Context: an optimization exercise on an open-source flow, tuned for a short achievable clock period and few clock cycles per item. The choices shown serve that exercise and are no tape-out recipe. In this exercise RTL edits were held to simulation tests only and were not proved equivalent to the original.

==> inputs of branch juniper <==
## mdc_top
module mdc_top (
    input  logic                   clk,
    input  logic                   rst_n,
    input  logic                   in_valid,
    input  logic [mdc_ctrl_pkg::data_code_w-1:0] in_data,
    input  logic [mdc_ctrl_pkg::mode_code_w-1:0] in_mode,
    output logic                   out_valid,
    output mdc_data_pkg::result_t                out_data
);
==> module matrix_store, before the edit <==
module matrix_store (
    input  logic                   clk,
    input  logic [mdc_ctrl_pkg::data_code_w-1:0] in_data,
    input  logic [15:0]            step,
    output logic signed [10:0]     e,
    output logic [19:0]            d_r0,
    output logic [19:0]            d_r1,
    output logic [19:0]            d_r2,
    output logic [19:0]            d_b0,
    output logic [19:0]            d_b1,
    output logic [11:0][10:0]      m,
    output logic [11:0][12:0]      m3
);
    logic [mdc_data_pkg::entry_w-1:0] entry;
    logic [10:0]                      e_r0, e_r1, e_r2, e_b0, e_b1;
    hamming_decoder #(.data_w(mdc_data_pkg::entry_w)) u_data_dec (
        .code (in_data),
        .data (entry)
    );
    booth8_rec u_rec_r0 (.x(e_r0), .dig(d_r0));
    booth8_rec u_rec_r1 (.x(e_r1), .dig(d_r1));
    booth8_rec u_rec_r2 (.x(e_r2), .dig(d_r2));
    booth8_rec u_rec_b0 (.x(e_b0), .dig(d_b0));
    booth8_rec u_rec_b1 (.x(e_b1), .dig(d_b1));
    always_ff @(posedge clk) begin
        e    <= entry;
        e_r0 <= entry & {11{|step[6:3]}};
        e_r1 <= entry & {11{|step[10:7]}};
        e_r2 <= entry & {11{|step[14:11]}};
        e_b0 <= entry & {11{step[7] || step[8] || step[9] || step[11] || step[12] || step[13]}};
        e_b1 <= entry & {11{step[8] || step[9] || step[10] || step[12] || step[13] || step[14]}};
    end
    always_ff @(posedge clk) begin
        for (int i = 0; i < 12; i++) begin
            if (step[i]) begin
                m[i]  <= e;
                m3[i] <= {e[10], e[10], e} + {e[10], e, 1'b0};
            end
        end
    end
endmodule
clock: 25.0 ns
lec_check: 0
cap_margin: 20
core_margin: 2
core_utilization: 45
cts_cluster_diameter: 150
cts_cluster_size: 18
setup_slack_margin: 1.0
slew_margin: 20
standard.sh (not shown) runs the stock make flow with config.mk's settings and CLKGATE_MAP_FILE= SYNTH_SCRIPT=/design/flow/synth_recipe.tcl, a recipe that flattens the netlist after the stock synthesis.
==> flow/flow/run.sh <==
#!/bin/bash
# Standard ORFS layout (the standard.sh, standard synthesis included),
# with repair_timing asked to keep a large setup margin so that it works
# on the paths that set the achieved period; the clock period and all
# constraints stay the design's.
set -euo pipefail
cd "$(dirname "$0")/.."
bash standard.sh SETUP_SLACK_MARGIN=19.3 finish > flow_make.log 2>&1
==> inputs of branch zinc, as changes to branch juniper <==
--- a/flow/design.v
+++ b/flow/design.v
@@ -119,7 +119,22 @@
     logic [mdc_data_pkg::entry_w-1:0] entry;
+    logic [10:0]                      x_r0, x_r1, x_r2, x_b0, x_b1;
     logic [10:0]                      e_r0, e_r1, e_r2, e_b0, e_b1;
-    hamming_decoder #(.data_w(mdc_data_pkg::entry_w)) u_data_dec (
-        .code (in_data),
-        .data (entry)
-    );
+    logic                             en_r0, en_r1, en_r2, en_b0, en_b1;
+    assign en_r0 = |step[6:3];
+    assign en_r1 = |step[10:7];
+    assign en_r2 = |step[14:11];
+    assign en_b0 = step[7] || step[8] || step[9] || step[11] || step[12] || step[13];
+    assign en_b1 = step[8] || step[9] || step[10] || step[12] || step[13] || step[14];
+    hamming_decoder #(.data_w(mdc_data_pkg::entry_w)) u_dec (
+        .code (in_data), .data (entry));
+    hamming_decoder #(.data_w(mdc_data_pkg::entry_w)) u_dec_r0 (
+        .code (in_data & {15{en_r0}}), .data (x_r0));
+    hamming_decoder #(.data_w(mdc_data_pkg::entry_w)) u_dec_r1 (
+        .code (in_data & {15{en_r1}}), .data (x_r1));
+    hamming_decoder #(.data_w(mdc_data_pkg::entry_w)) u_dec_r2 (
+        .code (in_data & {15{en_r2}}), .data (x_r2));
+    hamming_decoder #(.data_w(mdc_data_pkg::entry_w)) u_dec_b0 (
+        .code (in_data & {15{en_b0}}), .data (x_b0));
+    hamming_decoder #(.data_w(mdc_data_pkg::entry_w)) u_dec_b1 (
+        .code (in_data & {15{en_b1}}), .data (x_b1));
     booth8_rec u_rec_r0 (.x(e_r0), .dig(d_r0));
@@ -131,7 +146,7 @@
         e    <= entry;
-        e_r0 <= entry & {11{|step[6:3]}};
-        e_r1 <= entry & {11{|step[10:7]}};
-        e_r2 <= entry & {11{|step[14:11]}};
-        e_b0 <= entry & {11{step[7] || step[8] || step[9] || step[11] || step[12] || step[13]}};
-        e_b1 <= entry & {11{step[8] || step[9] || step[10] || step[12] || step[13] || step[14]}};
+        e_r0 <= x_r0;
+        e_r1 <= x_r1;
+        e_r2 <= x_r2;
+        e_b0 <= x_b0;
+        e_b1 <= x_b1;
     end
==> flow/flow/run.sh (replaced) <==
#!/bin/bash
# Standard ORFS layout (the standard.sh, standard synthesis included),
# with two changes to how the layout is made; the clock period and all
# constraints stay the design's:
# - repair_timing is asked to keep a large setup margin, so that it works
#   on the paths that set the achieved period;
# - before detailed placement, each register that drives an output port's
#   buffer is put next to that buffer (place_outs.tcl).
set -euo pipefail
cd "$(dirname "$0")/.."
bash standard.sh SETUP_SLACK_MARGIN=19.3 \
  PRE_DETAIL_PLACE_TCL="$PWD/flow/place_outs.tcl" \
  finish > flow_make.log 2>&1
==> flow/flow/place_outs.tcl (new file) <==
# Before detailed placement (which then legalizes them), put each register
# that drives an output port's buffer next to that buffer: the path from
# these registers to the ports is the tightest in the design.
set block [ord::get_db_block]
set moved 0
foreach bt [$block getBTerms] {
  if {[$bt getIoType] ne "OUTPUT"} { continue }
  set net [$bt getNet]
  if {$net eq "NULL"} { continue }
  set buf ""
  foreach it [$net getITerms] {
    if {[$it isOutputSignal]} { set buf [$it getInst] }
  }
  if {$buf eq ""} { continue }
  set ff ""
  foreach it [$buf getITerms] {
    if {[$it isInputSignal] && [$it getNet] ne "NULL"} {
      foreach jt [[$it getNet] getITerms] {
        if {[$jt isOutputSignal]} { set ff [$jt getInst] }
      }
    }
  }
  if {$ff eq "" || ![[$ff getMaster] isSequential]} { continue }
  lassign [$buf getLocation] x y
  $ff setLocation $x $y
  incr moved
}
puts "PLACE_OUTS: moved $moved registers next to their output buffers"
==> comparison <==
In branch juniper the hold slack is lower than in branch zinc, by 0.0083 ns.
Final cell count: branch juniper is higher than branch zinc (about 1%).
Of branch zinc and branch juniper, branch zinc has the higher global-route usage (gap 0.79 points).
Utilization: branch juniper is lower than branch zinc (0.24 points).
Between branch juniper and branch zinc, the lower clock skew is in branch juniper (gap 0.0056 ns).
In branch zinc the worst setup slack is better than in branch juniper, by 0.15 ns.
Of branch juniper and branch zinc, branch zinc has the higher fmax (gap 2.4%, measured against branch zinc).
Testbench counts of branch juniper, summed over its fixed seeds: cycles 6,528, matrices 384.
Testbench counts of branch zinc, summed over its fixed seeds: cycles 6,528, matrices 384.

-- separate check: timing with driven ports --
The results above use ideal ports. As a check the final layouts listed here were re-extracted and re-timed, cells and wires unchanged.
Step 1 sets driving cells, clkbuf_16 on the clock port and buf_2 on the other inputs (assumed; they add their load-dependent delay and slew).
Step 2, shift: input delay + t, output delay - t, t = (earliest + latest rising clock arrival at the registers) / 2. This alone moves slack from input paths to output paths.
Slacks: no drivers / after step 1 / after step 2; pairs: no drivers / after step 1.
run	t (ns)	setup WS [ns]	worst setup path at the end	worst register clock-pin slew, ns
branch juniper	0.885	18.545 / 18.448 / 17.912	input to register	0.11 / 0.11
branch zinc	0.896	18.698 / 18.594 / 18.139	input to register	0.10 / 0.10
After both steps every run listed still meets setup and hold. For branch juniper, which loses most, drivers alone change the setup slack by -0.097 ns; drivers and shift together by -0.633 ns.
